Background: an optimization exercise with open tools, aiming at small area, a short achievable clock period and few clock cycles per item. Do not read the settings as production practice.
In this exercise RTL edits were held to simulation tests only and were not proved equivalent to the original.
Power and IR drop assume default switching activity.

==> flow/config.mk <==
export PLATFORM = sky130hd
export DESIGN_NAME = axil_slave_top
export DESIGN_NICKNAME = axil_slave_top
export VERILOG_FILES = /design/flow/design.v
export SDC_FILE = /design/flow/constraint.sdc
export NUM_CORES = 4
export LEC_CHECK = 0
export CAP_MARGIN = 20
export CORE_MARGIN = 2
export CORE_UTILIZATION = 35
export CTS_CLUSTER_DIAMETER = 60
export CTS_CLUSTER_SIZE = 20
export PLACE_DENSITY = 0.55
export SETUP_SLACK_MARGIN = 2.7
export SLEW_MARGIN = 20
==> flow/constraint.sdc <==
create_clock -name core_clock -period 5.5 [get_ports {s_axi_aclk}]
set_input_delay 1.1000 -clock core_clock [delete_from_list [all_inputs] [get_ports {s_axi_aclk}]]
set_output_delay 1.1000 -clock core_clock [all_outputs]
set_load 0.01 [all_outputs]
==> flow/design.v <==
`timescale 1ns/1ns
package axil_pkg;
  typedef logic [31:0] addr_t;
  typedef logic [31:0] data_t;
  typedef logic [3:0] strb_t;
  typedef logic [1:0] resp_t;
endpackage
`timescale 1ns/1ns
package regfile_pkg;
  typedef logic [$clog2(128)-1:0] word_idx_t;
endpackage
`timescale 1ns/1ns
module axil_ctrl (
  input  logic            s_axi_aclk,
  input  logic            s_axi_aresetn,
  input  logic            awvalid,
  output logic            awready,
  input  axil_pkg::addr_t awaddr,
  input  logic            wvalid,
  output logic            wready,
  input  axil_pkg::data_t wdata,
  input  axil_pkg::strb_t wstrb,
  output logic            bvalid,
  input  logic            bready,
  output axil_pkg::resp_t bresp,
  input  logic            arvalid,
  output logic            arready,
  input  axil_pkg::addr_t araddr,
  output logic            rvalid,
  input  logic            rready,
  output axil_pkg::data_t rdata,
  output axil_pkg::resp_t rresp,
  output logic [15:0]                   mem_wr_hi_n,
  output logic [31:0]                   mem_wr_kb_n,
  output axil_pkg::data_t               mem_wr_data,
  output logic [15:0]                   mem_rd_hi,
  output logic [7:0]                    mem_rd_lo,
  input  axil_pkg::data_t               mem_rd_lo_half,
  input  axil_pkg::data_t               mem_rd_hi_half
);
  localparam int BQ = 4;
  logic            aw_v, w_v;
  logic [15:0]     aw_hi_n;
  logic [7:0]      aw_lo;
  logic            aw_ok;
  axil_pkg::data_t w_data;
  axil_pkg::strb_t w_strb;
  logic [31:0]     kb_n;
  logic aw_hs, w_hs, fire, b_pop, push;
  logic aw_free, w_free;
  logic aw_v_n, w_v_n;
  logic aw_ok_in, aw_ok_n;
  logic [7:0] aw_lo_n;
  logic [3:0] w_strb_n;
  logic [BQ-1:0] cred, cred_n;
  logic [BQ-1:0] occ, occ_n;
  logic [BQ-1:0] bq, bq_n;            
  assign aw_hs    = awvalid && awready;
  assign w_hs     = wvalid && wready;
  assign fire     = aw_v && w_v;
  assign aw_free  = !aw_v || fire;
  assign w_free   = !w_v || fire;
  assign b_pop    = bvalid && bready;
  assign aw_ok_in = (awaddr < 128);
  assign aw_v_n   = aw_hs || (aw_v && !fire);
  assign w_v_n    = w_hs  || (w_v && !fire);
  assign aw_ok_n  = aw_free ? aw_ok_in : aw_ok;
  assign aw_lo_n  = aw_free ? (8'b1 << awaddr[2:0]) : aw_lo;
  assign w_strb_n = w_free ? wstrb : w_strb;
  assign push     = aw_v_n && w_v_n;
  always_comb begin
    if (aw_hs && !b_pop)      cred_n = {cred[BQ-2:0], 1'b1};
    else if (!aw_hs && b_pop) cred_n = {1'b0, cred[BQ-1:1]};
    else                      cred_n = cred;
    if (push && !b_pop)      occ_n = {occ[BQ-2:0], 1'b1};
    else if (!push && b_pop) occ_n = {1'b0, occ[BQ-1:1]};
    else                     occ_n = occ;
    bq_n = b_pop ? {1'b0, bq[BQ-1:1]} : bq;
    for (int i = 0; i < BQ; i++) begin
      if (push && (occ_n[i] && (i == BQ-1 || !occ_n[i+1]))) bq_n[i] = !aw_ok_n;
    end
  end
  always_ff @(posedge s_axi_aclk) begin
    aw_lo  <= aw_lo_n;
    aw_ok  <= aw_ok_n;
    w_strb <= w_strb_n;
  end
  always_ff @(posedge s_axi_aclk) begin
    if (!s_axi_aresetn) begin
      aw_hi_n <= '0;
      kb_n    <= '0;
      w_data <= '0;
    end else begin
      if (aw_free) aw_hi_n <= aw_ok_in ? ~(16'b1 << awaddr[6:3]) : 16'hffff;
      if (w_free) w_data <= wdata;
      for (int k = 0; k < 8; k++) begin
        for (int b = 0; b < 4; b++) begin
          kb_n[4*k+b] <= !(push && aw_lo_n[k] && w_strb_n[b]);
        end
      end
    end
  end
  always_ff @(posedge s_axi_aclk) begin
    if (!s_axi_aresetn) begin
      aw_v    <= 1'b0;
      w_v     <= 1'b0;
      awready <= 1'b1;
      wready  <= 1'b1;
      cred    <= '0;
      occ     <= '0;
      bq      <= '0;
    end else begin
      aw_v    <= aw_v_n;
      w_v     <= w_v_n;
      awready <= (!aw_v_n || w_v_n) && !cred_n[BQ-1];
      wready  <= !w_v_n || aw_v_n;
      cred    <= cred_n;
      occ     <= occ_n;
      bq      <= bq_n;
    end
  end
  assign bvalid = occ[0];
  assign bresp  = {2{bq[0]}};
  assign mem_wr_hi_n = aw_hi_n;
  assign mem_wr_kb_n = kb_n;
  assign mem_wr_data = w_data;
  logic                        m_v, s_v, p_v;
  logic [15:0]                 m_hi;
  logic [7:0]                  m_lo;
  logic                        m_ok, s_ok, in_ok, nx_ok, p_ok;
  regfile_pkg::word_idx_t      s_idx, in_idx, nx_idx;
  axil_pkg::data_t             p_lo_half, p_hi_half;
  logic ar_hs, out_free, r_take, p_free, p_take;
  logic m_v_n, s_v_n;
  assign ar_hs    = arvalid && arready;
  assign in_ok    = (araddr < 128);
  assign in_idx   = regfile_pkg::word_idx_t'(araddr);
  assign out_free = !rvalid || rready;
  assign r_take   = p_v && out_free;
  assign p_free   = !p_v || r_take;
  assign p_take   = m_v && p_free;
  assign nx_idx   = s_v ? s_idx : in_idx;
  assign nx_ok    = s_v ? s_ok : in_ok;
  always_comb begin
    if (!m_v || p_take) begin
      m_v_n = s_v || ar_hs;
      s_v_n = s_v && ar_hs;
    end else begin
      m_v_n = 1'b1;
      s_v_n = s_v || ar_hs;
    end
  end
  always_ff @(posedge s_axi_aclk) begin
    if (!s_v) begin
      s_idx <= in_idx;
      s_ok  <= in_ok;
    end
  end
  always_ff @(posedge s_axi_aclk) begin
    if (!s_axi_aresetn) begin
      m_hi      <= '0;
      m_lo      <= '0;
      m_ok      <= 1'b0;
      p_lo_half <= '0;
      p_hi_half <= '0;
      p_ok      <= 1'b0;
      rdata     <= '0;
      rresp     <= 2'b00;
    end else begin
      if (!m_v || p_take) begin
        m_hi <= nx_ok ? (16'b1 << nx_idx[6:3]) : 16'b0;
        m_lo <= 8'b1 << nx_idx[2:0];
        m_ok <= nx_ok;
      end
      if (p_free) begin
        p_lo_half <= mem_rd_lo_half;
        p_hi_half <= mem_rd_hi_half;
        p_ok      <= m_ok;
      end
      if (r_take) begin
        rdata <= p_lo_half | p_hi_half;
        rresp <= p_ok ? 2'b00 : 2'b11;
      end
    end
  end
  always_ff @(posedge s_axi_aclk) begin
    if (!s_axi_aresetn) begin
      m_v     <= 1'b0;
      s_v     <= 1'b0;
      p_v     <= 1'b0;
      arready <= 1'b1;
      rvalid  <= 1'b0;
    end else begin
      m_v     <= m_v_n;
      s_v     <= s_v_n;
      arready <= !(m_v_n && s_v_n);
      if (p_free) p_v <= m_v;
      if (out_free) rvalid <= p_v;
    end
  end
  assign mem_rd_hi = m_hi;
  assign mem_rd_lo = m_lo;
endmodule
`timescale 1ns/1ns
module axil_word_mem (
  input  logic    s_axi_aclk,
  input  logic    s_axi_aresetn,
  input  logic [15:0]                port_wr_hi_n,
  input  logic [31:0]                port_wr_kb_n,
  input  axil_pkg::data_t            port_wr_data,
  input  logic [15:0]                port_rd_hi,
  input  logic [7:0]                 port_rd_lo,
  output axil_pkg::data_t            port_rd_lo_half,
  output axil_pkg::data_t            port_rd_hi_half
);
  axil_pkg::data_t words [128];
  always_ff @(posedge s_axi_aclk) begin
    for (int g = 0; g < 16; g++) begin
      for (int k = 0; k < 8; k++) begin
        for (int b = 0; b < 4; b++) begin
          if (!(port_wr_hi_n[g] || port_wr_kb_n[4*k+b])) begin
            words[8*g+k][8*b +: 8] <= port_wr_data[8*b +: 8];
          end
        end
      end
    end
  end
  axil_pkg::data_t grp [16];
  always_comb begin
    for (int g = 0; g < 16; g++) begin
      grp[g] = '0;
      for (int k = 0; k < 8; k++) begin
        grp[g] = grp[g] | (words[8*g+k] & {32{port_rd_lo[k]}});
      end
    end
    port_rd_lo_half = '0;
    port_rd_hi_half = '0;
    for (int g = 0; g < 8; g++) begin
      port_rd_lo_half = port_rd_lo_half | (grp[g] & {32{port_rd_hi[g]}});
      port_rd_hi_half = port_rd_hi_half | (grp[g+8] & {32{port_rd_hi[g+8]}});
    end
  end
endmodule
`timescale 1ns/1ns
module axil_slave_top (
  input  logic            s_axi_aclk,
  input  logic            s_axi_aresetn,
  input  logic            s_axi_awvalid,
  output logic            s_axi_awready,
  input  axil_pkg::addr_t s_axi_awaddr,
  input  logic            s_axi_wvalid,
  output logic            s_axi_wready,
  input  axil_pkg::data_t s_axi_wdata,
  input  axil_pkg::strb_t s_axi_wstrb,
  output logic            s_axi_bvalid,
  input  logic            s_axi_bready,
  output axil_pkg::resp_t s_axi_bresp,
  input  logic            s_axi_arvalid,
  output logic            s_axi_arready,
  input  axil_pkg::addr_t s_axi_araddr,
  output logic            s_axi_rvalid,
  input  logic            s_axi_rready,
  output axil_pkg::data_t s_axi_rdata,
  output axil_pkg::resp_t s_axi_rresp
);
  logic [15:0]            mem_wr_hi_n;
  logic [31:0]            mem_wr_kb_n;
  axil_pkg::data_t        mem_wr_data;
  logic [15:0]            mem_rd_hi;
  logic [7:0]             mem_rd_lo;
  axil_pkg::data_t        mem_rd_lo_half;
  axil_pkg::data_t        mem_rd_hi_half;
  axil_ctrl ctrl0 (
    .s_axi_aclk    (s_axi_aclk),
    .s_axi_aresetn (s_axi_aresetn),
    .awvalid       (s_axi_awvalid),
    .awready       (s_axi_awready),
    .awaddr        (s_axi_awaddr),
    .wvalid        (s_axi_wvalid),
    .wready        (s_axi_wready),
    .wdata         (s_axi_wdata),
    .wstrb         (s_axi_wstrb),
    .bvalid        (s_axi_bvalid),
    .bready        (s_axi_bready),
    .bresp         (s_axi_bresp),
    .arvalid       (s_axi_arvalid),
    .arready       (s_axi_arready),
    .araddr        (s_axi_araddr),
    .rvalid        (s_axi_rvalid),
    .rready        (s_axi_rready),
    .rdata         (s_axi_rdata),
    .rresp         (s_axi_rresp),
    .mem_wr_hi_n   (mem_wr_hi_n),
    .mem_wr_kb_n   (mem_wr_kb_n),
    .mem_wr_data   (mem_wr_data),
    .mem_rd_hi     (mem_rd_hi),
    .mem_rd_lo     (mem_rd_lo),
    .mem_rd_lo_half(mem_rd_lo_half),
    .mem_rd_hi_half(mem_rd_hi_half)
  );
  axil_word_mem mem0 (
    .s_axi_aclk    (s_axi_aclk),
    .s_axi_aresetn (s_axi_aresetn),
    .port_wr_hi_n  (mem_wr_hi_n),
    .port_wr_kb_n  (mem_wr_kb_n),
    .port_wr_data  (mem_wr_data),
    .port_rd_hi    (mem_rd_hi),
    .port_rd_lo    (mem_rd_lo),
    .port_rd_lo_half(mem_rd_lo_half),
    .port_rd_hi_half(mem_rd_hi_half)
  );
endmodule
==> flow/run.sh <==
#!/bin/bash
# synth_recipe.tcl (not shown) runs the flow's synth.tcl, then flattens the netlist and writes it again
# the make line also repeats each setting of config.mk as NAME=value (left out here)
make -C /OpenROAD-flow-scripts/flow DESIGN_CONFIG=/design/flow/config.mk WORK_HOME=/design/flow/orfs CLKGATE_MAP_FILE= SYNTH_SCRIPT=/design/flow/synth_recipe.tcl finish
==> run notes <==
==> registers in the layout, summed over array words and instances (netlist names), 7 cells and up <==
name / cells
ctrl0.rdata: 32
ctrl0.m_hi: 16
ctrl0.w_data: 32
mem0.words: 4096
ctrl0.m_lo: 8
ctrl0.p_hi_half: 32
ctrl0.s_idx: 7
ctrl0.p_lo_half: 32
ctrl0.aw_lo: 8
ctrl0.aw_hi_n: 16
ctrl0.kb_n: 32
==> cell usage in the layout, fill, tap and decap left out, drive strengths merged, types with 44 or more instances in the layout <==
cell type	Yosys	final
nand2	136	136
o21ai	91	91
edfxtp	4096	4096
a21oi	132	132
inv	18	70
clkbuf	367	380
clkdlybuf4s50	0	105
nor2	554	554
clkinv	0	44
and3	67	67
nand4	513	513
a21boi	46	46
a22oi	2177	2177
dfxtp	245	245
a222oi	64	64
buf	345	268
==> cell families after synthesis <==
group / Yosys count / share of synthesized area [%]
xor gates and xnor gates: 1 / 0.00557
adders and majority gates: 3 / 0.0223
AOI/OAI and AO/OA: 2581 / 12.1
DFF: 4341 / 81.3
muxes: 15 / 0.0962
and+or+nand+nor: 1400 / 4.47
buffers and inverters: 730 / 2.02
==> final timing paths <==
| kind | from | end | slack [ns] | depth (start not counted) |
|---|---|---|---|---|
| worst max register to register | ctrl0.m_lo[4] | ctrl0.p_hi_half[1] | 2.54 | 7 |
| worst min-delay path | ctrl0.aw_lo[4] | ctrl0.aw_lo[4] | 0.46 | 2 |
| worst max-delay path | ctrl0.m_lo[4] | ctrl0.p_hi_half[1] | 2.54 | 7 |
| worst min register to register | ctrl0.aw_lo[4] | ctrl0.aw_lo[4] | 0.46 | 2 |
==> worst min-delay path, stage by stage (launching register included) <==
cell     delay, ns
dfxtp_1       0.31
nand2_1       0.04
o41ai_1       0.07
==> routing by layer <==
layer	up-vias	share of wire (%)	global-route usage, %
met3	789	9.0	3.03
met1	47600	40	28.4
met2	4724	47	33.0
met5	-	0.0096	0
li1	37300	-	-
met4	6	3.9	7.10
==> metrics by stage <==
stage / instances / total power, mW / setup WS (ns) / hold slack (ns) / util [%]
2_1_floorplan: 9071 / 41.9 / 3.07 / 0.417 / -
3_3_place_gp: 14700 / 43.9 / 2.00 / 0.443 / 36.9
3_5_place_dp: 14700 / 44.0 / 2.05 / 0.449 / 36.9
4_1_cts: 15200 / 66.2 / 2.62 / 0.468 / 39.1
5_1_grt: 15200 / 67.7 / 2.66 / 0.497 / 39.3
6_report: 15200 / 66.0 / 2.54 / 0.459 / 39.3
==> area by class of cell <==
class                           count  area (um^2)
Fill cell                       40200       272000
Tap cell                         5952         7450
Clock inverter                    119         1490
Timing Repair Buffer              420         4630
Inverter                           18         67.6
Antenna cell                        7         17.5
Multi-Input combinational cell   4000        26400
Sequential cell                  4341       128000
Clock buffer                      368         7900
==> what timing repair did <==
action,CTS,global route
setup buffers,29,36
setup endpoints to repair,100,15
pin swaps,4,16
gates cloned,5,11
gates resized for setup,155,28
==> where the power goes <==
part | leakage, nW | total, mW | internal (mW) | switching [mW]
registers | 41.8 | 39.8 | 38.8 | 1.00
logic | 8.82 | 3.59 | 0.695 | 2.90
clock network | 4.55 | 22.7 | 11.1 | 11.5
==> qor.yml <==
cells_and_area:
  area_growth_pct: 11.9
  final_nets: 9180
  final_cell_area_um2: 176000
  drive_gt1_share_pct: 9.19
synthesis:
  synth_top_area_share_pct: 78.2
  synth-seq-cells: 4341
  ys_warn_count: 5
  syn_inst: 9071
  syn_nets: 9180
  synth-seq-area-share_pct: 81.3
  ys_async_sr_fraction_pct: 0
  synthTopCellsByArea: "edfxtp_1 (78%), a22oi_1 (10%), dfxtp_1 (3.1%)"
  synth-edff-count: 4096
  ys_types: 53
  yosys_most_used_dff: "edfxtp_1"
  syn_area_per_cell_um2: 17.3
  synth.most_common_cell: "edfxtp_1"
  synth_common_cells: "edfxtp_1 (4096), a22oi_1 (2176), nor2_1 (554)"
  netlist_area_um2: 157000
  yosysTopAreaCell: "edfxtp_1"
route:
  wl_mm: 489
  routedWlPerCell_um: 32.1
  vias_per_cell: 5.94
  firstDrtPassIters: 9
  drt_iter0_markers: 12700
  drc: 0
  detail-route-antenna-nets: 0
  vias: 90500
timing:
  clock_skew_ns: 0.0668
  slew_violations: 0
  rsz0062_at_grt: "yes"
  max_freq_mhz: 338
  fin_crit_sh_pct: 53.7
  hold_viol: 0
  tightestPinTransition_ns: 1.23
  slew_headroom_pct: 17.9
  finalSetupViolCount: 0
  tns_ns: 0
  min_period_ns: 2.96
floorplan:
  core_area_um2: 448000
  dieWidth_um: 675
  rows: 246
  dieArea_um2: 455000
  initial_utilization_pct: 35.1
  die_h_um: 675
  io_pins: 148
global_routing:
  grt_pass1_vias: 86400
  grt_max_degree: 130
  antenna_found_initial: 28
  gr-usage-all-layers_pct: 20.5
  grt_pass1_wl_mm: 673
  overflow: 0
setup_path:
  crit_fanout: 95
  critPathTopFamily: "compound AO/OA/AOI/OAI gates"
  cp.arrival_ns: 3.78
  worst-path-buf-inv: 2
  crit_path_max_incr_delay_ns: 0.75
  worstSetupEndpointType: "flip-flop"
  crit_type: "reg2reg"
  start_kind: "flip-flop"
  path_cells: "buf_4 -> buf_12 -> a22oi_1 -> nand4_1 -> a222oi_1 -> and3_1 -> a21oi_1"
  slowest_stage: "a222oi_1"
  required_ns: 6.33
clock_tree:
  ctsHoldBuffers: 0
  numCtsBuffers: 290
  cts_root_buf: "clkbuf_16"
  cts_tree: "built"
  ctsHtreeMaxLevel: 5
  clockBufferDepth: 4
  clk_pin_slew_worst_paths_ns: 0.08
  insertion_delay_ns: 0.95
  clock_sinks: 4341
power:
  power_leakage_nw: 55.2
  ir_drop_mv: 0.254
  power_density_nw_per_um2: 375
outcome:
  status: "no timing/DRC/antenna violations"
place:
  gp_congestion: 0.824
  placed_cell_area_um2: 165000
  io_buffers: 147
  hpwl_mm: 270
job:
  maxCapViolations: 0
min_path:
  hold_path.class: "reg2reg"
Testbench counts, summed over its fixed seeds: cycles 16,258, transactions 16,000.

## re-timing with driven ports
In the flow no input, the clock included, has a driving cell. The finished layout below was timed again as built, in two steps. Step 1 assumes that a clkbuf_16 drives the clock port and a buf_2 every other input. Step 2 also shifts input and output timing later by t, the mid clock arrival at the registers, as if the neighbouring blocks saw the same clock. a / b / c = ideal / step 1 / step 2; a / b = the first two.
t, ns: 1.038
setup slack, ns: 2.544 / 2.544 / 1.938
worst setup path at the end: input to register
After both steps setup and hold are still met in this run. The setup slack of this run moves by 0.000 ns with the drivers and by -0.606 ns with both steps.
